This design comes from an exercise in tuning for small area, a short achievable clock period and few clock cycles on the open sky130 flow, not from production work.
In this exercise RTL edits were held to simulation tests only and were not proved equivalent to the original.

==> flow/design.v (outline; a module is shown in full before it is edited, if it fits) <==
// module backprop_ctrl: 44 lines
// module loss_unit: 13 lines
// module bp_fa: 10 lines
// module bp_ha: 9 lines
// module bp_mac: 385 lines
// module bp_sqacc: 339 lines
// module bp_sq: 291 lines
// module bp_mac2e: 687 lines
// module bp_benc: 30 lines
// module grad_accum: 10 lines
// module param_update: 11 lines
// module backprop_top: 186 lines
module backprop_top (
  input  logic                    dtb,
  input  logic                    rst_n,
  input  logic                    sample_valid,
  input  logic                    drain_start,
  input  logic [2*16-1:0] x,
  input  logic [2*16-1:0] y_hid,
  input  logic [2*16-1:0] y_out,
  input  logic [2*16-1:0] target,
  input  logic [(2 * 2 + 2 * 2)*16-1:0] w,
  input  logic [(2 + 2)*16-1:0] b,
  output logic                    param_valid,
  output logic                    busy,
  output logic                    drain_done,
  output logic [4-1:0]      param_index,
  output logic [16-1:0]        param_value,
  output logic [16-1:0]        cost
);
  // ...
==> flow/run.sh <==
#!/bin/bash
# synth_recipe.tcl (not shown) runs the flow's synth.tcl, then flattens the netlist and writes it again
# the make line also repeats each setting of config.mk as NAME=value (left out here)
make -C /OpenROAD-flow-scripts/flow DESIGN_CONFIG=/design/flow/config.mk WORK_HOME=/design/flow/orfs CLKGATE_MAP_FILE= SYNTH_SCRIPT=/design/flow/synth_recipe.tcl finish
==> flow/config.mk <==
export PLATFORM = sky130hd
export DESIGN_NAME = backprop_top
export DESIGN_NICKNAME = backprop_top
export VERILOG_FILES = /design/flow/design.v
export SDC_FILE = /design/flow/constraint.sdc
export NUM_CORES = 4
export LEC_CHECK = 0
export ABC_AREA = 1
export CAP_MARGIN = 20
export CORE_MARGIN = 2
export CORE_UTILIZATION = 40
export SLEW_MARGIN = 20
==> flow/constraint.sdc <==
create_clock -name core_clock -period 22.0 [get_ports {dtb}]
set_input_delay 4.4000 -clock core_clock [delete_from_list [all_inputs] [get_ports {dtb}]]
set_output_delay 4.4000 -clock core_clock [all_outputs]
set_load 0.01 [all_outputs]
==> results by group, run 1 <==
Timing
  – RSZ-0062 raised after global routing: no
  – Final period utilization: about a third
  – Worst Tran Pin Value: 1.213 ns

Placement
  – Setup WS pre-CTS: roughly 15 ns
  – Post-DP Area: 100700 µm²
  – # placed instances: 14810
  – GP Congestion: about 1.0

Global routing
  – Largest net degree at the start of global routing: 64
  – Global route total overflow: 0

Synthesis
  – Compound-gate portion of the synthesized area: 15.32%
  – Synth top cells by count: inv_1, xor2_1, nand2_1
  – Yosys warning count: 32
  – Post-synth cell types: 70

Clock network
  – Clock root cell: clkbuf_16
  – Hold Buf Count CTS: 0
  – Max Root-Sink Buffers: 3

Detailed routing
  – Met2 WL: 165200 µm
  – Vias/cell: 5.767
  – Detailed-route via count: 86260
  – First-pass DRT Iterations: 6
  – Routed wl met3: ~42000 µm

Final layout
  – Post-route cell area: 103400 µm²
  – # clk buffers: 95

Worst hold path
  – Hold path depth: 0
  – Worst min path class: reg2reg

Critical path
  – Crit path buf inv count: 6
  – Critical Path RT: 22.64 ns

Floorplan
  – Total die area: 239600 µm²

Outcome
  – Outcome: no timing/DRC/antenna violations
Testbench counts, summed over its fixed seeds: cycles 7,332.
==> module backprop_ctrl, before the edit <==
module backprop_ctrl (
  input  logic               dtb,
  input  logic               rst_n,
  input  logic               sample_valid,
  input  logic               drain_start,
  output logic               clr1,
  output logic               clr2,
  output logic [4-1:0] cnt,
  output logic               param_valid,
  output logic               busy,
  output logic               drain_done
);
  logic last;
  assign last = busy & (cnt == 4'(((2 * 2 + 2 * 2) + (2 + 2)) - 2));
  always_ff @(posedge dtb or negedge rst_n) begin
    if (!rst_n) begin
      busy        <= 1'b0;
      cnt         <= '0;
      param_valid <= 1'b0;
      drain_done  <= 1'b0;
    end else begin
      if (!busy) begin
        if (drain_start) begin
          busy <= 1'b1;
          cnt  <= 4'(13);
        end
      end else begin
        cnt <= cnt + 4'(1);
        if (cnt == 4'(((2 * 2 + 2 * 2) + (2 + 2)) - 1)) busy <= 1'b0;
      end
      param_valid <= busy & ((cnt == 4'(15)) | (cnt < 4'(((2 * 2 + 2 * 2) + (2 + 2)) - 1)));
      drain_done  <= last;
    end
  end
  always_ff @(posedge dtb or negedge rst_n) begin
    if (!rst_n) begin
      clr1 <= 1'b1;
      clr2 <= 1'b1;
    end else begin
      clr1 <= last;
      clr2 <= clr1;
    end
  end
endmodule
==> module backprop_top, before the edit <==
module backprop_top (
  input  logic                    dtb,
  input  logic                    rst_n,
  input  logic                    sample_valid,
  input  logic                    drain_start,
  input  logic [2*16-1:0] x,
  input  logic [2*16-1:0] y_hid,
  input  logic [2*16-1:0] y_out,
  input  logic [2*16-1:0] target,
  input  logic [(2 * 2 + 2 * 2)*16-1:0] w,
  input  logic [(2 + 2)*16-1:0] b,
  output logic                    param_valid,
  output logic                    busy,
  output logic                    drain_done,
  output logic [4-1:0]      param_index,
  output logic [16-1:0]        param_value,
  output logic [16-1:0]        cost
);
  localparam int N = 16;
  logic clr1, clr2;
  logic [4-1:0] cnt;
  backprop_ctrl u_ctrl (
    .dtb          (dtb),
    .rst_n        (rst_n),
    .sample_valid (sample_valid),
    .drain_start  (drain_start),
    .clr1         (clr1),
    .clr2         (clr2),
    .cnt          (cnt),
    .param_valid  (param_valid),
    .busy         (busy),
    .drain_done   (drain_done)
  );
  assign param_index = cnt;
  logic [2*N-1:0] diff_in;
  logic [2-1:0]   yneg_in;
  logic [N-1:0]        d1 [2];
  logic [2-1:0]   yneg1;
  logic [N-1:0]        x1 [2];
  logic [N-1:0]        h1 [2];
  logic [23:0]         we_in [2*2];
  logic [23:0]         we1   [2*2];  
  for (genvar k = 0; k < 2; k++) begin : g_wek
    for (genvar j = 0; j < 2; j++) begin : g_wej
      bp_benc u_enc (
        .b (w[(2*2 + k*2 + j)*N +: N]),
        .g (~y_out[k*N + N-1] & ~y_hid[j*N + N-1]),
        .e (we_in[k*2 + j])
      );
    end
  end
  loss_unit u_loss (
    .y_out  (y_out),
    .target (target),
    .diff   (diff_in),
    .y_neg  (yneg_in)
  );
  logic accept;
  assign accept = sample_valid & ~busy;
  always_ff @(posedge dtb or negedge rst_n) begin
    if (!rst_n) begin
      for (int k = 0; k < 2; k++) d1[k] <= '0;
    end else begin
      for (int k = 0; k < 2; k++) d1[k] <= accept ? diff_in[k*N +: N] : '0;
    end
  end
  always_ff @(posedge dtb) begin
    yneg1 <= yneg_in;
    for (int i = 0; i < 2; i++) x1[i] <= x[i*N +: N];
    for (int j = 0; j < 2; j++) h1[j] <= y_hid[j*N +: N];
    for (int e = 0; e < 2*2; e++) we1[e] <= we_in[e];
  end
  logic         g_out [2];     
  logic [N-1:0] eo    [2];
  logic [N-1:0] eh_d  [2];
  logic [N-1:0] acc_w2 [2*2];
  logic [N-1:0] acc_w2_in [2*2];
  logic [N-1:0] acc_w2_d  [2*2];
  logic [N-1:0] acc_b2 [2];
  logic [N-1:0] acc_c, acc_c_d, sq1, sq1_d;
  always_comb begin
    for (int k = 0; k < 2; k++) begin
      g_out[k] = ~yneg1[k];
      eo[k]    = g_out[k] ? d1[k] : '0;
    end
    for (int e = 0; e < 2*2; e++) acc_w2_in[e] = clr1 ? '0 : acc_w2[e];
  end
  for (genvar j = 0; j < 2; j++) begin : g_eh
    bp_mac2e u_eh (
      .a0 (d1[0]), .e0 (we1[0*2 + j]),
      .a1 (d1[1]), .e1 (we1[1*2 + j]),
      .y  (eh_d[j])
    );
  end
  for (genvar k = 0; k < 2; k++) begin : g_w2k
    for (genvar j = 0; j < 2; j++) begin : g_w2j
      bp_mac u_mac (
        .a   (eo[k]),
        .b   (h1[j]),
        .acc (acc_w2_in[k*2 + j]),
        .y   (acc_w2_d[k*2 + j])
      );
    end
    grad_accum u_b2 (.dtb(dtb), .clear(clr1), .term(eo[k]), .sum(acc_b2[k]));
  end
  bp_sq u_sq1 (
    .d (d1[1]),
    .y (sq1_d)
  );
  bp_sqacc u_cost (
    .d   (d1[0]),
    .q   (sq1),
    .acc (clr2 ? '0 : acc_c),
    .y   (acc_c_d)
  );
  always_ff @(posedge dtb) begin
    for (int e = 0; e < 2*2; e++) acc_w2[e] <= acc_w2_d[e];
    acc_c <= acc_c_d;
    sq1   <= clr1 ? '0 : sq1_d;
  end
  assign cost = acc_c;
  logic [N-1:0] eh2 [2];
  logic [N-1:0] x2  [2];
  always_ff @(posedge dtb) begin
    for (int j = 0; j < 2; j++) eh2[j] <= eh_d[j];
    for (int i = 0; i < 2; i++) x2[i] <= x1[i];
  end
  logic [N-1:0] acc_w1 [2*2];
  logic [N-1:0] acc_w1_d [2*2];
  logic [N-1:0] acc_b1 [2];
  for (genvar j = 0; j < 2; j++) begin : g_w1j
    for (genvar i = 0; i < 2; i++) begin : g_w1i
      bp_mac u_mac (
        .a   (eh2[j]),
        .b   (x2[i]),
        .acc (clr2 ? '0 : acc_w1[j*2 + i]),
        .y   (acc_w1_d[j*2 + i])
      );
    end
    grad_accum u_b1 (.dtb(dtb), .clear(clr2), .term(eh2[j]), .sum(acc_b1[j]));
  end
  always_ff @(posedge dtb) begin
    for (int e = 0; e < 2*2; e++) acc_w1[e] <= acc_w1_d[e];
  end
  logic [N-1:0] old_sel, old_d, grad_d, upd_d, pv_r;
  always_comb begin
    case (cnt)
      4'd14:   old_d = w[0*N +: N];
      4'd15:   old_d = w[1*N +: N];
      4'd0:    old_d = b[0*N +: N];
      4'd1:    old_d = w[2*N +: N];
      4'd2:    old_d = w[3*N +: N];
      4'd3:    old_d = b[1*N +: N];
      4'd4:    old_d = w[4*N +: N];
      4'd5:    old_d = w[5*N +: N];
      4'd6:    old_d = b[2*N +: N];
      4'd7:    old_d = w[6*N +: N];
      4'd8:    old_d = w[7*N +: N];
      default: old_d = b[3*N +: N];
    endcase
    case (cnt)
      4'd15:   grad_d = acc_w1[0];
      4'd0:    grad_d = acc_w1[1];
      4'd1:    grad_d = acc_b1[0];
      4'd2:    grad_d = acc_w1[2];
      4'd3:    grad_d = acc_w1[3];
      4'd4:    grad_d = acc_b1[1];
      4'd5:    grad_d = acc_w2[0];
      4'd6:    grad_d = acc_w2[1];
      4'd7:    grad_d = acc_b2[0];
      4'd8:    grad_d = acc_w2[2];
      4'd9:    grad_d = acc_w2[3];
      default: grad_d = acc_b2[1];
    endcase
  end
  param_update u_update (
    .old_v       (old_sel),
    .grad_v      (grad_d),
    .param_value (upd_d)
  );
  always_ff @(posedge dtb) begin
    old_sel <= old_d;
    pv_r    <= upd_d;
  end
  assign param_value = pv_r;
endmodule
==> run 2: changes to the inputs <==
--- a/flow/design.v
+++ b/flow/design.v
@@ -6,6 +6,7 @@
   input  logic               drain_start,
   output logic               clr1,
   output logic               clr2,
+  output logic               clr3,
   output logic [4-1:0] cnt,
   output logic               param_valid,
   output logic               busy,
@@ -23,7 +24,7 @@
       if (!busy) begin
         if (drain_start) begin
           busy <= 1'b1;
-          cnt  <= 4'(13);
+          cnt  <= 4'(12);
         end
       end else begin
         cnt <= cnt + 4'(1);
@@ -37,9 +38,11 @@
     if (!rst_n) begin
       clr1 <= 1'b1;
       clr2 <= 1'b1;
+      clr3 <= 1'b1;
     end else begin
       clr1 <= last;
       clr2 <= clr1;
+      clr3 <= clr2;
     end
   end
 endmodule
@@ -1781,6 +1784,334 @@
   wire [23:0] n460 = {s459, s458, s457, s456, s455, s454, s453, s452, s451, c449, c448, s448, s447, s446, s445, c443, c442, c441, s441, c439, s439, n18, n2, e0[2]} + {c458, c457, c456, c455, c454, c453, c452, c451, c450, s450, s449, c447, c446, c445, c444, s444, s443, s442, c440, s440, c438, s438, 1'b0, n1};
   assign y = n460[23:8];
 endmodule
+module bp_mule (
+  input  wire [15:0] a,
+  input  wire [23:0] e,
+  output wire [15:0] y
+);
+  wire n1 = ((e[0] & a[0]) | (e[1] & 1'b0)) ^ e[2];
+  wire n2 = ((e[0] & a[1]) | (e[1] & a[0])) ^ e[2];
+  wire n3 = ((e[0] & a[2]) | (e[1] & a[1])) ^ e[2];
+  wire n4 = ((e[0] & a[3]) | (e[1] & a[2])) ^ e[2];
+  wire n5 = ((e[0] & a[4]) | (e[1] & a[3])) ^ e[2];
+  wire n6 = ((e[0] & a[5]) | (e[1] & a[4])) ^ e[2];
+  wire n7 = ((e[0] & a[6]) | (e[1] & a[5])) ^ e[2];
+  wire n8 = ((e[0] & a[7]) | (e[1] & a[6])) ^ e[2];
+  wire n9 = ((e[0] & a[8]) | (e[1] & a[7])) ^ e[2];
+  wire n10 = ((e[0] & a[9]) | (e[1] & a[8])) ^ e[2];
+  wire n11 = ((e[0] & a[10]) | (e[1] & a[9])) ^ e[2];
+  wire n12 = ((e[0] & a[11]) | (e[1] & a[10])) ^ e[2];
+  wire n13 = ((e[0] & a[12]) | (e[1] & a[11])) ^ e[2];
+  wire n14 = ((e[0] & a[13]) | (e[1] & a[12])) ^ e[2];
+  wire n15 = ((e[0] & a[14]) | (e[1] & a[13])) ^ e[2];
+  wire n16 = ((e[0] & a[15]) | (e[1] & a[14])) ^ e[2];
+  wire n17 = ~(((e[0] & a[15]) | (e[1] & a[15])) ^ e[2]);
+  wire n18 = ((e[3] & a[0]) | (e[4] & 1'b0)) ^ e[5];
+  wire n19 = ((e[3] & a[1]) | (e[4] & a[0])) ^ e[5];
+  wire n20 = ((e[3] & a[2]) | (e[4] & a[1])) ^ e[5];
+  wire n21 = ((e[3] & a[3]) | (e[4] & a[2])) ^ e[5];
+  wire n22 = ((e[3] & a[4]) | (e[4] & a[3])) ^ e[5];
+  wire n23 = ((e[3] & a[5]) | (e[4] & a[4])) ^ e[5];
+  wire n24 = ((e[3] & a[6]) | (e[4] & a[5])) ^ e[5];
+  wire n25 = ((e[3] & a[7]) | (e[4] & a[6])) ^ e[5];
+  wire n26 = ((e[3] & a[8]) | (e[4] & a[7])) ^ e[5];
+  wire n27 = ((e[3] & a[9]) | (e[4] & a[8])) ^ e[5];
+  wire n28 = ((e[3] & a[10]) | (e[4] & a[9])) ^ e[5];
+  wire n29 = ((e[3] & a[11]) | (e[4] & a[10])) ^ e[5];
+  wire n30 = ((e[3] & a[12]) | (e[4] & a[11])) ^ e[5];
+  wire n31 = ((e[3] & a[13]) | (e[4] & a[12])) ^ e[5];
+  wire n32 = ((e[3] & a[14]) | (e[4] & a[13])) ^ e[5];
+  wire n33 = ((e[3] & a[15]) | (e[4] & a[14])) ^ e[5];
+  wire n34 = ~(((e[3] & a[15]) | (e[4] & a[15])) ^ e[5]);
+  wire n35 = ((e[6] & a[0]) | (e[7] & 1'b0)) ^ e[8];
+  wire n36 = ((e[6] & a[1]) | (e[7] & a[0])) ^ e[8];
+  wire n37 = ((e[6] & a[2]) | (e[7] & a[1])) ^ e[8];
+  wire n38 = ((e[6] & a[3]) | (e[7] & a[2])) ^ e[8];
+  wire n39 = ((e[6] & a[4]) | (e[7] & a[3])) ^ e[8];
+  wire n40 = ((e[6] & a[5]) | (e[7] & a[4])) ^ e[8];
+  wire n41 = ((e[6] & a[6]) | (e[7] & a[5])) ^ e[8];
+  wire n42 = ((e[6] & a[7]) | (e[7] & a[6])) ^ e[8];
+  wire n43 = ((e[6] & a[8]) | (e[7] & a[7])) ^ e[8];
+  wire n44 = ((e[6] & a[9]) | (e[7] & a[8])) ^ e[8];
+  wire n45 = ((e[6] & a[10]) | (e[7] & a[9])) ^ e[8];
+  wire n46 = ((e[6] & a[11]) | (e[7] & a[10])) ^ e[8];
+  wire n47 = ((e[6] & a[12]) | (e[7] & a[11])) ^ e[8];
+  wire n48 = ((e[6] & a[13]) | (e[7] & a[12])) ^ e[8];
+  wire n49 = ((e[6] & a[14]) | (e[7] & a[13])) ^ e[8];
+  wire n50 = ((e[6] & a[15]) | (e[7] & a[14])) ^ e[8];
+  wire n51 = ~(((e[6] & a[15]) | (e[7] & a[15])) ^ e[8]);
+  wire n52 = ((e[9] & a[0]) | (e[10] & 1'b0)) ^ e[11];
+  wire n53 = ((e[9] & a[1]) | (e[10] & a[0])) ^ e[11];
+  wire n54 = ((e[9] & a[2]) | (e[10] & a[1])) ^ e[11];
+  wire n55 = ((e[9] & a[3]) | (e[10] & a[2])) ^ e[11];
+  wire n56 = ((e[9] & a[4]) | (e[10] & a[3])) ^ e[11];
+  wire n57 = ((e[9] & a[5]) | (e[10] & a[4])) ^ e[11];
+  wire n58 = ((e[9] & a[6]) | (e[10] & a[5])) ^ e[11];
+  wire n59 = ((e[9] & a[7]) | (e[10] & a[6])) ^ e[11];
+  wire n60 = ((e[9] & a[8]) | (e[10] & a[7])) ^ e[11];
+  wire n61 = ((e[9] & a[9]) | (e[10] & a[8])) ^ e[11];
+  wire n62 = ((e[9] & a[10]) | (e[10] & a[9])) ^ e[11];
+  wire n63 = ((e[9] & a[11]) | (e[10] & a[10])) ^ e[11];
+  wire n64 = ((e[9] & a[12]) | (e[10] & a[11])) ^ e[11];
+  wire n65 = ((e[9] & a[13]) | (e[10] & a[12])) ^ e[11];
+  wire n66 = ((e[9] & a[14]) | (e[10] & a[13])) ^ e[11];
+  wire n67 = ((e[9] & a[15]) | (e[10] & a[14])) ^ e[11];
+  wire n68 = ~(((e[9] & a[15]) | (e[10] & a[15])) ^ e[11]);
+  wire n69 = ((e[12] & a[0]) | (e[13] & 1'b0)) ^ e[14];
+  wire n70 = ((e[12] & a[1]) | (e[13] & a[0])) ^ e[14];
+  wire n71 = ((e[12] & a[2]) | (e[13] & a[1])) ^ e[14];
+  wire n72 = ((e[12] & a[3]) | (e[13] & a[2])) ^ e[14];
+  wire n73 = ((e[12] & a[4]) | (e[13] & a[3])) ^ e[14];
+  wire n74 = ((e[12] & a[5]) | (e[13] & a[4])) ^ e[14];
+  wire n75 = ((e[12] & a[6]) | (e[13] & a[5])) ^ e[14];
+  wire n76 = ((e[12] & a[7]) | (e[13] & a[6])) ^ e[14];
+  wire n77 = ((e[12] & a[8]) | (e[13] & a[7])) ^ e[14];
+  wire n78 = ((e[12] & a[9]) | (e[13] & a[8])) ^ e[14];
+  wire n79 = ((e[12] & a[10]) | (e[13] & a[9])) ^ e[14];
+  wire n80 = ((e[12] & a[11]) | (e[13] & a[10])) ^ e[14];
+  wire n81 = ((e[12] & a[12]) | (e[13] & a[11])) ^ e[14];
+  wire n82 = ((e[12] & a[13]) | (e[13] & a[12])) ^ e[14];
+  wire n83 = ((e[12] & a[14]) | (e[13] & a[13])) ^ e[14];
+  wire n84 = ((e[12] & a[15]) | (e[13] & a[14])) ^ e[14];
+  wire n85 = ((e[15] & a[0]) | (e[16] & 1'b0)) ^ e[17];
+  wire n86 = ((e[15] & a[1]) | (e[16] & a[0])) ^ e[17];
+  wire n87 = ((e[15] & a[2]) | (e[16] & a[1])) ^ e[17];
+  wire n88 = ((e[15] & a[3]) | (e[16] & a[2])) ^ e[17];
+  wire n89 = ((e[15] & a[4]) | (e[16] & a[3])) ^ e[17];
+  wire n90 = ((e[15] & a[5]) | (e[16] & a[4])) ^ e[17];
+  wire n91 = ((e[15] & a[6]) | (e[16] & a[5])) ^ e[17];
+  wire n92 = ((e[15] & a[7]) | (e[16] & a[6])) ^ e[17];
+  wire n93 = ((e[15] & a[8]) | (e[16] & a[7])) ^ e[17];
+  wire n94 = ((e[15] & a[9]) | (e[16] & a[8])) ^ e[17];
+  wire n95 = ((e[15] & a[10]) | (e[16] & a[9])) ^ e[17];
+  wire n96 = ((e[15] & a[11]) | (e[16] & a[10])) ^ e[17];
+  wire n97 = ((e[15] & a[12]) | (e[16] & a[11])) ^ e[17];
+  wire n98 = ((e[15] & a[13]) | (e[16] & a[12])) ^ e[17];
+  wire n99 = ((e[18] & a[0]) | (e[19] & 1'b0)) ^ e[20];
+  wire n100 = ((e[18] & a[1]) | (e[19] & a[0])) ^ e[20];
+  wire n101 = ((e[18] & a[2]) | (e[19] & a[1])) ^ e[20];
+  wire n102 = ((e[18] & a[3]) | (e[19] & a[2])) ^ e[20];
+  wire n103 = ((e[18] & a[4]) | (e[19] & a[3])) ^ e[20];
+  wire n104 = ((e[18] & a[5]) | (e[19] & a[4])) ^ e[20];
+  wire n105 = ((e[18] & a[6]) | (e[19] & a[5])) ^ e[20];
+  wire n106 = ((e[18] & a[7]) | (e[19] & a[6])) ^ e[20];
+  wire n107 = ((e[18] & a[8]) | (e[19] & a[7])) ^ e[20];
+  wire n108 = ((e[18] & a[9]) | (e[19] & a[8])) ^ e[20];
+  wire n109 = ((e[18] & a[10]) | (e[19] & a[9])) ^ e[20];
+  wire n110 = ((e[18] & a[11]) | (e[19] & a[10])) ^ e[20];
+  wire n111 = ((e[21] & a[0]) | (e[22] & 1'b0)) ^ e[23];
+  wire n112 = ((e[21] & a[1]) | (e[22] & a[0])) ^ e[23];
+  wire n113 = ((e[21] & a[2]) | (e[22] & a[1])) ^ e[23];
+  wire n114 = ((e[21] & a[3]) | (e[22] & a[2])) ^ e[23];
+  wire n115 = ((e[21] & a[4]) | (e[22] & a[3])) ^ e[23];
+  wire n116 = ((e[21] & a[5]) | (e[22] & a[4])) ^ e[23];
+  wire n117 = ((e[21] & a[6]) | (e[22] & a[5])) ^ e[23];
+  wire n118 = ((e[21] & a[7]) | (e[22] & a[6])) ^ e[23];
+  wire n119 = ((e[21] & a[8]) | (e[22] & a[7])) ^ e[23];
+  wire n120 = ((e[21] & a[9]) | (e[22] & a[8])) ^ e[23];
+  wire s121, c121;
+  bp_ha u121 (.a(e[17]), .b(n11), .s(s121), .co(c121));
+  wire s122, c122;
+  bp_ha u122 (.a(n12), .b(n27), .s(s122), .co(c122));
+  wire s123, c123;
+  bp_fa u123 (.a(e[20]), .b(n13), .c(n28), .s(s123), .co(c123));
+  wire s124, c124;
+  bp_ha u124 (.a(n43), .b(n58), .s(s124), .co(c124));
+  wire s125, c125;
+  bp_fa u125 (.a(n14), .b(n29), .c(n44), .s(s125), .co(c125));
+  wire s126, c126;
+  bp_ha u126 (.a(n59), .b(n74), .s(s126), .co(c126));
+  wire s127, c127;
+  bp_fa u127 (.a(e[23]), .b(n15), .c(n30), .s(s127), .co(c127));
+  wire s128, c128;
+  bp_fa u128 (.a(n45), .b(n60), .c(n75), .s(s128), .co(c128));
+  wire s129, c129;
+  bp_ha u129 (.a(n89), .b(n101), .s(s129), .co(c129));
+  wire s130, c130;
+  bp_fa u130 (.a(n16), .b(n31), .c(n46), .s(s130), .co(c130));
+  wire s131, c131;
+  bp_fa u131 (.a(n61), .b(n76), .c(n90), .s(s131), .co(c131));
+  wire s132, c132;
+  bp_ha u132 (.a(n102), .b(n112), .s(s132), .co(c132));
+  wire s133 = 1'b1 ^ n17 ^ n32;
+  wire c133 = (1'b1 & n17) | (1'b1 & n32) | (n17 & n32);
+  wire s134, c134;
+  bp_fa u134 (.a(n47), .b(n62), .c(n77), .s(s134), .co(c134));
+  wire s135, c135;
+  bp_fa u135 (.a(n91), .b(n103), .c(n113), .s(s135), .co(c135));
+  wire s136 = 1'b1 ^ n33 ^ n48;
+  wire c136 = (1'b1 & n33) | (1'b1 & n48) | (n33 & n48);
+  wire s137, c137;
+  bp_fa u137 (.a(n63), .b(n78), .c(n92), .s(s137), .co(c137));
+  wire s138, c138;
+  bp_ha u138 (.a(n104), .b(n114), .s(s138), .co(c138));
+  wire s139, c139;
+  bp_fa u139 (.a(n34), .b(n49), .c(n64), .s(s139), .co(c139));
+  wire s140, c140;
+  bp_fa u140 (.a(n79), .b(n93), .c(n105), .s(s140), .co(c140));
+  wire s141 = 1'b1 ^ n50 ^ n65;
+  wire c141 = (1'b1 & n50) | (1'b1 & n65) | (n50 & n65);
+  wire s142, c142;
+  bp_ha u142 (.a(n80), .b(n94), .s(s142), .co(c142));
+  wire s143, c143;
+  bp_fa u143 (.a(n51), .b(n66), .c(n81), .s(s143), .co(c143));
+  wire s144 = 1'b1 ^ n67;
+  wire c144 = 1'b1 & n67;
+  wire s145, c145;
+  bp_ha u145 (.a(e[11]), .b(n7), .s(s145), .co(c145));
+  wire s146, c146;
+  bp_ha u146 (.a(n8), .b(n23), .s(s146), .co(c146));
+  wire s147, c147;
+  bp_fa u147 (.a(e[14]), .b(n9), .c(n24), .s(s147), .co(c147));
+  wire s148, c148;
+  bp_ha u148 (.a(n39), .b(n54), .s(s148), .co(c148));
+  wire s149, c149;
+  bp_fa u149 (.a(n10), .b(n25), .c(n40), .s(s149), .co(c149));
+  wire s150, c150;
+  bp_ha u150 (.a(n55), .b(n70), .s(s150), .co(c150));
+  wire s151, c151;
+  bp_fa u151 (.a(n26), .b(n41), .c(n56), .s(s151), .co(c151));
+  wire s152, c152;
+  bp_fa u152 (.a(n71), .b(n85), .c(s121), .s(s152), .co(c152));
+  wire s153, c153;
+  bp_fa u153 (.a(n42), .b(n57), .c(n72), .s(s153), .co(c153));
+  wire s154, c154;
+  bp_fa u154 (.a(n86), .b(s122), .c(c121), .s(s154), .co(c154));
+  wire s155, c155;
+  bp_fa u155 (.a(n73), .b(n87), .c(n99), .s(s155), .co(c155));
+  wire s156, c156;
+  bp_fa u156 (.a(s124), .b(c122), .c(s123), .s(s156), .co(c156));
+  wire s157, c157;
+  bp_fa u157 (.a(n88), .b(n100), .c(s126), .s(s157), .co(c157));
+  wire s158, c158;
+  bp_fa u158 (.a(c124), .b(s125), .c(c123), .s(s158), .co(c158));
+  wire s159, c159;
+  bp_fa u159 (.a(n111), .b(s129), .c(c126), .s(s159), .co(c159));
+  wire s160, c160;
+  bp_fa u160 (.a(s127), .b(s128), .c(c125), .s(s160), .co(c160));
+  wire s161, c161;
+  bp_fa u161 (.a(s132), .b(c129), .c(s130), .s(s161), .co(c161));
+  wire s162, c162;
+  bp_fa u162 (.a(s131), .b(c127), .c(c128), .s(s162), .co(c162));
+  wire s163, c163;
+  bp_fa u163 (.a(c132), .b(s133), .c(s134), .s(s163), .co(c163));
+  wire s164, c164;
+  bp_fa u164 (.a(s135), .b(c130), .c(c131), .s(s164), .co(c164));
+  wire s165, c165;
+  bp_fa u165 (.a(s138), .b(s136), .c(s137), .s(s165), .co(c165));
+  wire s166, c166;
+  bp_fa u166 (.a(c133), .b(c134), .c(c135), .s(s166), .co(c166));
+  wire s167, c167;
+  bp_fa u167 (.a(n115), .b(c138), .c(s139), .s(s167), .co(c167));
+  wire s168, c168;
+  bp_fa u168 (.a(s140), .b(c136), .c(c137), .s(s168), .co(c168));
+  wire s169, c169;
+  bp_fa u169 (.a(n106), .b(n116), .c(s142), .s(s169), .co(c169));
+  wire s170, c170;
+  bp_fa u170 (.a(s141), .b(c139), .c(c140), .s(s170), .co(c170));
+  wire s171, c171;
+  bp_fa u171 (.a(n95), .b(n107), .c(n117), .s(s171), .co(c171));
+  wire s172, c172;
+  bp_fa u172 (.a(c142), .b(s143), .c(c141), .s(s172), .co(c172));
+  wire s173, c173;
+  bp_fa u173 (.a(n82), .b(n96), .c(n108), .s(s173), .co(c173));
+  wire s174, c174;
+  bp_fa u174 (.a(n118), .b(s144), .c(c143), .s(s174), .co(c174));
+  wire s175, c175;
+  bp_fa u175 (.a(n68), .b(n83), .c(n97), .s(s175), .co(c175));
+  wire s176, c176;
+  bp_fa u176 (.a(n109), .b(n119), .c(c144), .s(s176), .co(c176));
+  wire s177 = 1'b1 ^ n84 ^ n98;
+  wire c177 = (1'b1 & n84) | (1'b1 & n98) | (n84 & n98);
+  wire s178, c178;
+  bp_ha u178 (.a(n110), .b(n120), .s(s178), .co(c178));
+  wire s179, c179;
+  bp_ha u179 (.a(e[8]), .b(n5), .s(s179), .co(c179));
+  wire s180, c180;
+  bp_ha u180 (.a(n6), .b(n21), .s(s180), .co(c180));
+  wire s181, c181;
+  bp_fa u181 (.a(n22), .b(n37), .c(n52), .s(s181), .co(c181));
+  wire s182, c182;
+  bp_fa u182 (.a(n38), .b(n53), .c(s146), .s(s182), .co(c182));
+  wire s183, c183;
+  bp_fa u183 (.a(n69), .b(s148), .c(c146), .s(s183), .co(c183));
+  wire s184, c184;
+  bp_fa u184 (.a(s150), .b(c148), .c(s149), .s(s184), .co(c184));
+  wire s185, c185;
+  bp_fa u185 (.a(c150), .b(s151), .c(c149), .s(s185), .co(c185));
+  wire s186, c186;
+  bp_fa u186 (.a(s153), .b(c151), .c(s154), .s(s186), .co(c186));
+  wire s187, c187;
+  bp_fa u187 (.a(s155), .b(c153), .c(c154), .s(s187), .co(c187));
+  wire s188, c188;
+  bp_fa u188 (.a(c155), .b(s157), .c(s158), .s(s188), .co(c188));
+  wire s189, c189;
+  bp_fa u189 (.a(s159), .b(c157), .c(s160), .s(s189), .co(c189));
+  wire s190, c190;
+  bp_fa u190 (.a(c159), .b(s161), .c(s162), .s(s190), .co(c190));
+  wire s191, c191;
+  bp_fa u191 (.a(s163), .b(s164), .c(c161), .s(s191), .co(c191));
+  wire s192, c192;
+  bp_fa u192 (.a(s165), .b(s166), .c(c163), .s(s192), .co(c192));
+  wire s193, c193;
+  bp_fa u193 (.a(s167), .b(s168), .c(c165), .s(s193), .co(c193));
+  wire s194, c194;
+  bp_fa u194 (.a(s169), .b(s170), .c(c167), .s(s194), .co(c194));
+  wire s195, c195;
+  bp_fa u195 (.a(s171), .b(c169), .c(s172), .s(s195), .co(c195));
+  wire s196, c196;
+  bp_fa u196 (.a(s173), .b(c171), .c(s174), .s(s196), .co(c196));
+  wire s197, c197;
+  bp_fa u197 (.a(s175), .b(c173), .c(s176), .s(s197), .co(c197));
+  wire s198, c198;
+  bp_fa u198 (.a(s178), .b(s177), .c(c175), .s(s198), .co(c198));
+  wire s199, c199;
+  bp_ha u199 (.a(e[5]), .b(n3), .s(s199), .co(c199));
+  wire s200, c200;
+  bp_ha u200 (.a(n4), .b(n19), .s(s200), .co(c200));
+  wire s201, c201;
+  bp_fa u201 (.a(n20), .b(n35), .c(s179), .s(s201), .co(c201));
+  wire s202, c202;
+  bp_fa u202 (.a(n36), .b(s180), .c(c179), .s(s202), .co(c202));
+  wire s203, c203;
+  bp_fa u203 (.a(s145), .b(c180), .c(s181), .s(s203), .co(c203));
+  wire s204, c204;
+  bp_fa u204 (.a(c145), .b(c181), .c(s182), .s(s204), .co(c204));
+  wire s205, c205;
+  bp_fa u205 (.a(s147), .b(s183), .c(c182), .s(s205), .co(c205));
+  wire s206, c206;
+  bp_fa u206 (.a(c147), .b(c183), .c(s184), .s(s206), .co(c206));
+  wire s207, c207;
+  bp_fa u207 (.a(s152), .b(s185), .c(c184), .s(s207), .co(c207));
+  wire s208, c208;
+  bp_fa u208 (.a(c152), .b(c185), .c(s186), .s(s208), .co(c208));
+  wire s209, c209;
+  bp_fa u209 (.a(s156), .b(s187), .c(c186), .s(s209), .co(c209));
+  wire s210, c210;
+  bp_fa u210 (.a(c156), .b(c187), .c(s188), .s(s210), .co(c210));
+  wire s211, c211;
+  bp_fa u211 (.a(c158), .b(s189), .c(c188), .s(s211), .co(c211));
+  wire s212, c212;
+  bp_fa u212 (.a(c160), .b(s190), .c(c189), .s(s212), .co(c212));
+  wire s213, c213;
+  bp_fa u213 (.a(c162), .b(s191), .c(c190), .s(s213), .co(c213));
+  wire s214, c214;
+  bp_fa u214 (.a(c164), .b(s192), .c(c191), .s(s214), .co(c214));
+  wire s215, c215;
+  bp_fa u215 (.a(c166), .b(s193), .c(c192), .s(s215), .co(c215));
+  wire s216, c216;
+  bp_fa u216 (.a(c168), .b(s194), .c(c193), .s(s216), .co(c216));
+  wire s217, c217;
+  bp_fa u217 (.a(c170), .b(s195), .c(c194), .s(s217), .co(c217));
+  wire s218, c218;
+  bp_fa u218 (.a(c172), .b(s196), .c(c195), .s(s218), .co(c218));
+  wire s219, c219;
+  bp_fa u219 (.a(c174), .b(s197), .c(c196), .s(s219), .co(c219));
+  wire s220, c220;
+  bp_fa u220 (.a(c176), .b(s198), .c(c197), .s(s220), .co(c220));
+  wire [23:0] n221 = {s220, s219, s218, s217, s216, s215, s214, s213, s212, s211, c209, s209, c207, s207, c205, s205, c203, c202, s202, c200, s200, n18, n2, e[2]} + {c219, c218, c217, c216, c215, c214, c213, c212, c211, c210, s210, c208, s208, c206, s206, c204, s204, s203, c201, s201, c199, s199, 1'b0, n1};
+  assign y = n221[23:8];
+endmodule
 module bp_benc (
   input  wire [15:0] b,
   input  wire g,
@@ -1857,7 +2188,7 @@
   output logic [16-1:0]        cost
 );
   localparam int N = 16;
-  logic clr1, clr2;
+  logic clr1, clr2, clr3;
   logic [4-1:0] cnt;
   backprop_ctrl u_ctrl (
     .dtb          (dtb),
@@ -1866,6 +2197,7 @@
     .drain_start  (drain_start),
     .clr1         (clr1),
     .clr2         (clr2),
+    .clr3         (clr3),
     .cnt          (cnt),
     .param_valid  (param_valid),
     .busy         (busy),
@@ -1912,7 +2244,6 @@
   end
   logic         g_out [2];     
   logic [N-1:0] eo    [2];
-  logic [N-1:0] eh_d  [2];
   logic [N-1:0] acc_w2 [2*2];
   logic [N-1:0] acc_w2_in [2*2];
   logic [N-1:0] acc_w2_d  [2*2];
@@ -1925,12 +2256,15 @@
     end
     for (int e = 0; e < 2*2; e++) acc_w2_in[e] = clr1 ? '0 : acc_w2[e];
   end
-  for (genvar j = 0; j < 2; j++) begin : g_eh
-    bp_mac2e u_eh (
-      .a0 (d1[0]), .e0 (we1[0*2 + j]),
-      .a1 (d1[1]), .e1 (we1[1*2 + j]),
-      .y  (eh_d[j])
-    );
+  logic [N-1:0] bp_d [2][2];
+  for (genvar k = 0; k < 2; k++) begin : g_bpk
+    for (genvar j = 0; j < 2; j++) begin : g_bpj
+      bp_mule u_bp (
+        .a (d1[k]),
+        .e (we1[k*2 + j]),
+        .y (bp_d[k][j])
+      );
+    end
   end
   for (genvar k = 0; k < 2; k++) begin : g_w2k
     for (genvar j = 0; j < 2; j++) begin : g_w2j
@@ -1959,25 +2293,36 @@
     sq1   <= clr1 ? '0 : sq1_d;
   end
   assign cost = acc_c;
-  logic [N-1:0] eh2 [2];
+  logic [N-1:0] bp2 [2][2];
   logic [N-1:0] x2  [2];
+  logic [N-1:0] eh_d [2];
   always_ff @(posedge dtb) begin
-    for (int j = 0; j < 2; j++) eh2[j] <= eh_d[j];
+    for (int k = 0; k < 2; k++)
+      for (int j = 0; j < 2; j++) bp2[k][j] <= bp_d[k][j];
     for (int i = 0; i < 2; i++) x2[i] <= x1[i];
   end
+  always_comb begin
+    for (int j = 0; j < 2; j++) eh_d[j] = bp2[0][j] + bp2[1][j];
+  end
+  logic [N-1:0] eh3 [2];
+  logic [N-1:0] x3  [2];
+  always_ff @(posedge dtb) begin
+    for (int j = 0; j < 2; j++) eh3[j] <= eh_d[j];
+    for (int i = 0; i < 2; i++) x3[i] <= x2[i];
+  end
   logic [N-1:0] acc_w1 [2*2];
   logic [N-1:0] acc_w1_d [2*2];
   logic [N-1:0] acc_b1 [2];
   for (genvar j = 0; j < 2; j++) begin : g_w1j
     for (genvar i = 0; i < 2; i++) begin : g_w1i
       bp_mac u_mac (
-        .a   (eh2[j]),
-        .b   (x2[i]),
-        .acc (clr2 ? '0 : acc_w1[j*2 + i]),
+        .a   (eh3[j]),
+        .b   (x3[i]),
+        .acc (clr3 ? '0 : acc_w1[j*2 + i]),
         .y   (acc_w1_d[j*2 + i])
       );
     end
-    grad_accum u_b1 (.dtb(dtb), .clear(clr2), .term(eh2[j]), .sum(acc_b1[j]));
+    grad_accum u_b1 (.dtb(dtb), .clear(clr3), .term(eh3[j]), .sum(acc_b1[j]));
   end
   always_ff @(posedge dtb) begin
     for (int e = 0; e < 2*2; e++) acc_w1[e] <= acc_w1_d[e];
==> results by group, run 2 <==
Clock network
  – Hold Buf Count CTS: 0 (unchanged)
  – TritonCTS clock tree: built
  – Post-CTS Setup Bufs: 0
  – Clock root cell: clkbuf_16
  – H-tree depth: 3
  – Cts repair resizes: 0
  – Max Root-Sink Buffers: 3 (unchanged)
  – Clock-pin slew on the worst setup and hold paths: 0.07 ns
  – Num Clock Sinks: 620
  – Skew-Pair Late Insertion Delay: 0.77 ns
  – Clock buffer count from CTS: 85

Detailed routing
  – Final WL: 369100 µm
  – First-pass DRT Iterations: 6 (unchanged)
  – DRT iter0 DRCs: 9034
  – Detailed-route via count: 88500 (+2.6%)
  – Vias/cell: 5.575 (-3.3%)
  – DRC Markers: 0
  – WL per Instance: 23.25 µm
  – Antenna Nets Post-Route: 0

Floorplan
  – Total die area: 251800 µm² (+5.1%)
  – Die width: 501.8 µm
  – Core area: approximately 250000 µm²
  – Initial Util: 40.27%
  – # IOs: 363
  – Die outline height: 501.8 µm
  – Row count: 182

Final layout
  – Fin nets: 14750
  – Top reg by flops: we1
  – Filler instances: 25020
  – Post-route cell area: 108700 µm² (+5.1%)
  – Share of cells above drive strength 1: 3.927%
  – Max reg flops: 96
  – Most frequent cells in the layout: inv_1, xor2_1, nand2_1
  – Synthesis-to-layout area growth: 9.618%
  – Commonest non-fill, non-tap cell in the layout: inv_1

Synthesis
  – Async set-reset flop share out of synthesis: 6.774%
  – Area fraction of the dominant cell type after synthesis: 24.57%
  – Yosys top cell by area: fa_1
  – EDFF count, synth: 0
  – Post-synth cell types: 70 (unchanged)
  – Count leader, synth: inv_1
  – Sequential share of the synthesized area: 12.74%
  – Net Count, Synth: 14800
  – Top cells by area, synth: fa_1, xor2_1, dfxtp_1, ha_1, inv_1
  – Ys flop type: dfxtp_1
  – FF+latch count, synth: 620
  – Synthesized area per cell: a little under 8 µm²
  – Post-Synthesis Cells: about 13000
  – Yosys warning count: 38 (+19%)
  – Synth Cell Area: about 99000 µm²
  – Synth top cells by count: inv_1, xor2_1, nand2_1

Critical path
  – Crit path max fanout: 10
  – Crit path buf inv count: 1 (-5)
  – Critical-path top delay cell: clkdlybuf4s50_1
  – Critical Path RT: 17.60 ns (-5.04 ns)
  – Reg2reg path depth: 22
  – Max stage delay on crit path: 0.97 ns
  – R2r startpoint: u_ctrl.cnt[2]$_DFFE_PN0P_
  – CP Launch Type: flop
  – R2r endpoint: pv_r[15]$_DFF_P_
  – Cell breakdown of the critical path: clkdlybuf4s50_1
  – Critical path data arrival time: 2.40 ns
  – Top delay family on crit path: buffers and inverters
  – CP endpoint kind: output pin
  – Reg2reg setup slack: 15.20 ns
  – CP Class: reg2out

Global routing
  – Global route total overflow: 0 (unchanged)
  – Largest net degree at the start of global routing: 45 (-30%)
  – GRT Util Overall: 28.89%
  – First-pass GRT wire length: approximately 550000 µm
  – Vias in the first global route: 86850
  – Initial antenna violation count: 34

Outcome
  – Outcome: no timing/DRC/antenna violations

Placement
  – PortBufs: 362
  – Post-DP Area: 105800 µm² (+5.0%)
  – GP Congestion: 1.014 (about the same)
  – Detail Placement HPWL: 279300 µm

Timing
  – Worst Tran Pin Value: 1.156 ns (-0.05668 ns)
  – RSZ-0062 raised after global routing: no
  – Max Freq: about 150 MHz
  – Slew headroom: 22.72%
  – Final setup viols: 0
  – Final period utilization: 30.92% (-0.88 points)
  – Fin crit period: 6.801 ns
  – Setup Total Neg Slack: 0 ns
  – Endpoints failing hold: 0
  – Final count of pins violating max slew: 0
  – Clock skew: between 0.05 and 0.06 ns

Worst hold path
  – Hold path depth: 0 (unchanged)
  – Hold Path Origin: x1[0][13]$_DFF_P_
  – Worst min path class: reg2reg
  – Hold Path Sink: x2[0][13]$_DFF_P_

Flow run
  – Max-cap violations: 0
==> run 2: final cells by class <==
cell class / instances / area [µm²] / area share (%)
diodes: 10 / 25.02 / 0.02303
clock buffers: 114 / 2430 / 2.236
clock inverters: 43 / 420.4 / 0.3868
inverters: 2367 / 8897 / 8.187
multi-input cells: 8837 / 74940 / 68.95
flip-flops and latches: 620 / 12630 / 11.62
well taps: 3312 / 4144 / 3.813
repair buffers: 572 / 5195 / 4.780
==> run 2: routing by layer <==
layer  vias to the layer above  part of all wire (%)  global-route usage, %  routed length, µm
li1                      40360                     -                      -                  -
met1                     42830                    39                  36.38             144500
met2                      4307                    44                  44.83             163500
met3                       979                   9.2                  6.375              33880
met4                        28                   7.3                  18.11              27060
met5                         -                 0.051                      0                190
==> run 2: per-stage QoR <==
| step | utilization (%) | std cells | worst slack (ns) | hold slack, ns |
|---|---|---|---|---|
| floorplan | - | 12530 | 16.00 | 0.3096 |
| global placement | 42.98 | 15710 | 15.29 | 0.3111 |
| detailed placement | 42.98 | 15710 | 15.31 | 0.3121 |
| CTS | 44.14 | 15870 | 15.17 | 0.3251 |
| global route | 44.14 | 15870 | 14.82 | 0.3281 |
| finish | 44.15 | 15880 | 15.20 | 0.3206 |
==> run 2: worst max-delay path by stage <==
stage / slack, ns / depth (start not counted) / endpoint / startpoint
floorplan: 16.00 / 13 / d1[0][14]$_DFF_PN0_ / y_out[0]
global placement: 15.29 / 14 / d1[1][14]$_DFF_PN0_ / y_out[16]
detailed placement: 15.31 / 14 / d1[0][14]$_DFF_PN0_ / y_out[0]
CTS: 15.17 / 1 / param_index[3] / u_ctrl.cnt[3]$_DFFE_PN0P_
global route: 14.82 / 22 / acc_w1[1][13]$_DFF_P_ / x3[1][3]$_DFF_P_
finish: 15.20 / 1 / param_index[3] / u_ctrl.cnt[3]$_DFFE_PN0P_
==> run 2: worst reg2reg max path, delay by kind of cell, from the launching register on <==
kind            cells  cell delay [ns]
compound gates      4             1.21
fa+ha+maj           4             1.61
buf+inv             4             1.10
flops               1             0.55
simple gates       10             2.20
==> run 2: cells by family after synthesis <==
kind of cell	Yosys count	synth area share, %
adder cells (fa/ha/maj)	1942	33.72
AND/OR/NAND/NOR	2548	10.53
XOR/XNOR	1728	15.30
AO/OA/AOI/OAI	2619	15.94
buffers and inverters	3073	11.78
flip-flops	620	12.74
Testbench counts of run 2, summed over its fixed seeds: cycles 7,460.
==> run 3: changes to the inputs <==
==> flow/flow/run.sh (new file) <==
#!/bin/bash
# The standard layout (standard.sh, with the standard synthesis), made with
# two changes in how timing is repaired; the constraints are the design's:
# - the port buffers that buffer_ports adds are buf_2 cells, not its default
#   choice (a slow delay buffer);
# - repair_timing aims for SETUP_SLACK_MARGIN ns of setup slack beyond the
#   constraint, so that it sizes and buffers the paths that set the period.
# The whole make output goes to standard.log; ORFS keeps its per-step logs
# under orfs/logs.
set -euo pipefail
cd "$(dirname "$0")/.."
export BUFFER_PORTS_ARGS="-buffer_cell sky130_fd_sc_hd__buf_2"
export SETUP_SLACK_MARGIN=15.8
bash standard.sh > standard.log 2>&1
==> flow/standard.sh (new file) <==
#!/bin/bash
# synth_recipe.tcl (not shown) runs the flow's synth.tcl, then flattens the netlist and writes it again
# the make line also repeats each setting of config.mk as NAME=value (left out here)
make -C /OpenROAD-flow-scripts/flow DESIGN_CONFIG=/design/flow/config.mk WORK_HOME=/design/flow/orfs CLKGATE_MAP_FILE= SYNTH_SCRIPT=/design/flow/synth_recipe.tcl "${@:-finish}"
--- a/flow/config.mk
+++ b/flow/config.mk
@@ -6,7 +6,8 @@
 export NUM_CORES = 4
 export LEC_CHECK = 0
 export ABC_AREA = 1
-export CAP_MARGIN = 20
+export CAP_MARGIN = 40
 export CORE_MARGIN = 2
-export CORE_UTILIZATION = 40
-export SLEW_MARGIN = 20
+export CORE_UTILIZATION = 55
+export PLACE_DENSITY = 0.7
+export SLEW_MARGIN = 60
removed: flow/run.sh
==> results by group, run 3 <==
Timing
  – Worst Tran Pin Value: 0.6383 ns (-0.5181 ns)
  – Final setup viols: 0 (unchanged)
  – Max Freq: 163.5 MHz (+11%)
  – Endpoints failing hold: 0 (unchanged)
  – Final count of pins violating max slew: 0 (unchanged)
  – RSZ-0062 raised after global routing: yes
  – Fin crit period: 6.116 ns (-0.6857 ns)
  – Final period utilization: 27.80% (-3.1 points)
  – Clock skew: 0.03275 ns (-0.02629 ns)
  – Setup Total Neg Slack: 0 ns (unchanged)
  – Slew headroom: 57.29% (+35 points)

Floorplan
  – Total die area: 183700 µm² (-27%)
  – Initial Util: 55.44% (+15 points)
  – Die width: 428.6 µm (-15%)
  – # IOs: 363 (unchanged)
  – Core area: 178800 µm² (-27%)
  – Row count: 155 (-15%)
  – Die outline height: 428.6 µm (-15%)

Final layout
  – Commonest non-fill, non-tap cell in the layout: inv_1
  – Share of cells above drive strength 1: 7.774% (+3.8 points)
  – Max reg flops: 96 (unchanged)
  – Most frequent cells in the layout: inv_1, xor2_1, nand2_1
  – Top reg by flops: we1
  – Fin nets: 14750 (+0.014%)
  – Synthesis-to-layout area growth: 7.415%

Global routing
  – Largest net degree at the start of global routing: 49 (+8.9%)
  – GRT Util Overall: 41.69% (+13 points)
  – First-pass GRT wire length: 581100 µm (+5.4%)
  – Global route total overflow: 0 (unchanged)
  – Vias in the first global route: 92560 (+6.6%)
  – Initial antenna violation count: 46 (+35%)

Critical path
  – CP endpoint kind: flop
  – CP Class: reg2reg
  – Critical Path RT: 22.66 ns (+5.06 ns)
  – Critical path data arrival time: 6.77 ns (+4.37 ns)
  – CP Launch Type: flop
  – Crit path max fanout: 29 (+19)

Clock network
  – Skew-Pair Late Insertion Delay: 0.76 ns (about the same)
  – TritonCTS clock tree: built
  – H-tree depth: 3 (unchanged)
  – Num Clock Sinks: 620 (unchanged)
  – Clock-pin slew on the worst setup and hold paths: 0.07 ns (about the same)
  – Max Root-Sink Buffers: 3 (unchanged)
  – Hold Buf Count CTS: 0 (unchanged)
  – Clock buffer count from CTS: 82 (-3.5%)
  – Clock root cell: clkbuf_16

Synthesis
  – Sequential share of the synthesized area: 12.74% (unchanged)
  – Synth top cells by count: inv_1, xor2_1, nand2_1
  – EDFF count, synth: 0 (unchanged)
  – Area fraction of the dominant cell type after synthesis: 24.57% (unchanged)
  – Top cells by area, synth: fa_1, xor2_1, dfxtp_1, ha_1, inv_1
  – Async set-reset flop share out of synthesis: 6.774% (unchanged)
  – Ys flop type: dfxtp_1
  – Synthesized area per cell: 7.912 µm² (unchanged)
  – Count leader, synth: inv_1
  – Yosys warning count: 38 (unchanged)
  – Post-synth cell types: 70 (unchanged)
  – Post-Synthesis Cells: 12530 (unchanged)
  – FF+latch count, synth: 620 (unchanged)
  – Yosys top cell by area: fa_1
  – Net Count, Synth: 14800 (unchanged)
  – Synth Cell Area: 99140 µm² (unchanged)

Flow run
  – Max-cap violations: 0 (unchanged)

Detailed routing
  – Antenna Nets Post-Route: 0 (unchanged)
  – Vias/cell: 6.192 (+11%)
  – First-pass DRT Iterations: 10 (+4)
  – Detailed-route via count: 92490 (+4.5%)
  – Final WL: 390500 µm (+5.8%)
  – WL per Instance: 26.14 µm (+12%)
  – DRT iter0 DRCs: 10760 (+19%)
  – DRC Markers: 0 (unchanged)

Worst hold path
  – Worst min path class: reg2reg

Placement
  – GP Congestion: 1.033 (+1.9%)
  – PortBufs: 362 (unchanged)
  – Detail Placement HPWL: 301900 µm (+8.1%)

Outcome
  – Outcome: no timing/DRC/antenna violations
[run 3: per-stage QoR]
step	hold slack [ns]	instances	instance area, µm²	setup WS, ns	utilization, %
floorplan	0.3096	12530	99140	16.00	-
global placement	0.3096	14740	102700	15.55	57.43
detailed placement	0.3121	14750	103100	15.57	57.67
CTS	0.3044	14900	106200	15.88	59.39
global route	0.3093	14920	106500	15.73	59.54
finish	0.3053	14940	106500	15.88	59.56
[run 3: worst paths after layout]
kind	startpoint	endpoint	slack [ns]	cells past startpoint
max	x3[0][1]$_DFF_P_	acc_w1[0][13]$_DFF_P_	15.88	21
min	x1[0][2]$_DFF_P_	x2[0][2]$_DFF_P_	0.31	0
max in group asynchronous	rst_n	u_ctrl.clr1$_DFF_PN1_	18.05	1
min in group asynchronous	rst_n	d1[1][3]$_DFF_PN0_	3.58	1
min reg2reg	x1[0][2]$_DFF_P_	x2[0][2]$_DFF_P_	0.31	0
max reg2reg	x3[0][1]$_DFF_P_	acc_w1[0][13]$_DFF_P_	15.88	21
[run 3: cells by family (layout without fill, tap and decap cells)]
family | Yosys count | after routing | share of synthesized area (%)
DFF | 620 | 620 | 12.74
other | 0 | 26 | 0
buffers and inverters | 3073 | 3098 | 11.78
adders and majority gates | 1942 | 1942 | 33.72
xor gates and xnor gates | 1728 | 1728 | 15.30
AOI/OAI and AO/OA | 2619 | 2619 | 15.94
and+or+nand+nor | 2548 | 2548 | 10.53
[run 3: routing by layer]
layer	part of all wire [%]	vias up	wire, µm	GRT usage [%]
met5	0.080	-	313	0
met3	12	1336	47910	12.68
met4	8.0	44	31290	27.47
met2	42	6025	164300	61.53
li1	-	40340	-	-
met1	38	44750	146700	52.69
[run 3: layout make-up]
| class | instances | area, µm² |
|---|---|---|
| diodes | 26 | 65.06 |
| clock buffers | 98 | 2202 |
| clock inverters | 56 | 867.1 |
| fillers | 16320 | 72320 |
| inverters | 2367 | 8971 |
| multi-input cells | 8837 | 75220 |
| flip-flops and latches | 620 | 12690 |
| well taps | 2355 | 2947 |
| repair buffers | 577 | 3526 |
[run 3: timing repair]
action | 4_1_cts | 5_1_grt
buffers inserted | 0 | 5
resized for setup | 1 | 31
setup endpoints to repair | 1 | 42
pin swaps | 0 | 1
[run 3: worst max-delay path: stages, from the launching register on]
cell	delay, ns
dfxtp_1	0.30
buf_4	0.42
nor2_1	0.21
nor2_2	0.40
inv_4	0.24
o22ai_1	0.24
xor2_1	0.24
fa_1	0.46
fa_1	0.51
inv_1	0.06
fa_1	0.52
inv_1	0.05
fa_1	0.52
inv_1	0.04
ha_1	0.38
nand2_1	0.16
nor2_1	0.17
nand4_1	0.09
o21bai_1	0.30
nand2_1	0.17
o21ai_0	0.31
xor2_1	0.20

what the ideal ports hide:
Ports are ideal in the flow. The routed layouts listed here were re-timed in OpenROAD. Step 1, drivers: a clkbuf_16 drives dtb and a buf_2 each remaining input, both assumed. Step 2, shift: input delay + t, output delay - t, t = (earliest + latest rising clock arrival at the registers) / 2. This alone moves slack from input paths to output paths. Three values: ideal, step 1, step 2; two values: the first two.
run	shift t [ns]	setup slack, ns	hold WS [ns]	latest minus earliest clock arrival (ns)	cell pins on the clock port's net
run 1	0.816	15.005 / 15.005 / 15.005	0.324 / 0.324 / 0.324	0.034 / 0.034	1
run 2	0.843	15.199 / 15.096 / 15.199	0.321 / 0.321 / 0.321	0.061 / 0.060	1
run 3	0.834	15.884 / 15.828 / 15.378	0.305 / 0.305 / 0.305	0.043 / 0.042	1
After both steps setup and hold are still met in every run listed. For run 3, which loses most, drivers alone change the setup slack by -0.056 ns; drivers and shift together by -0.506 ns.
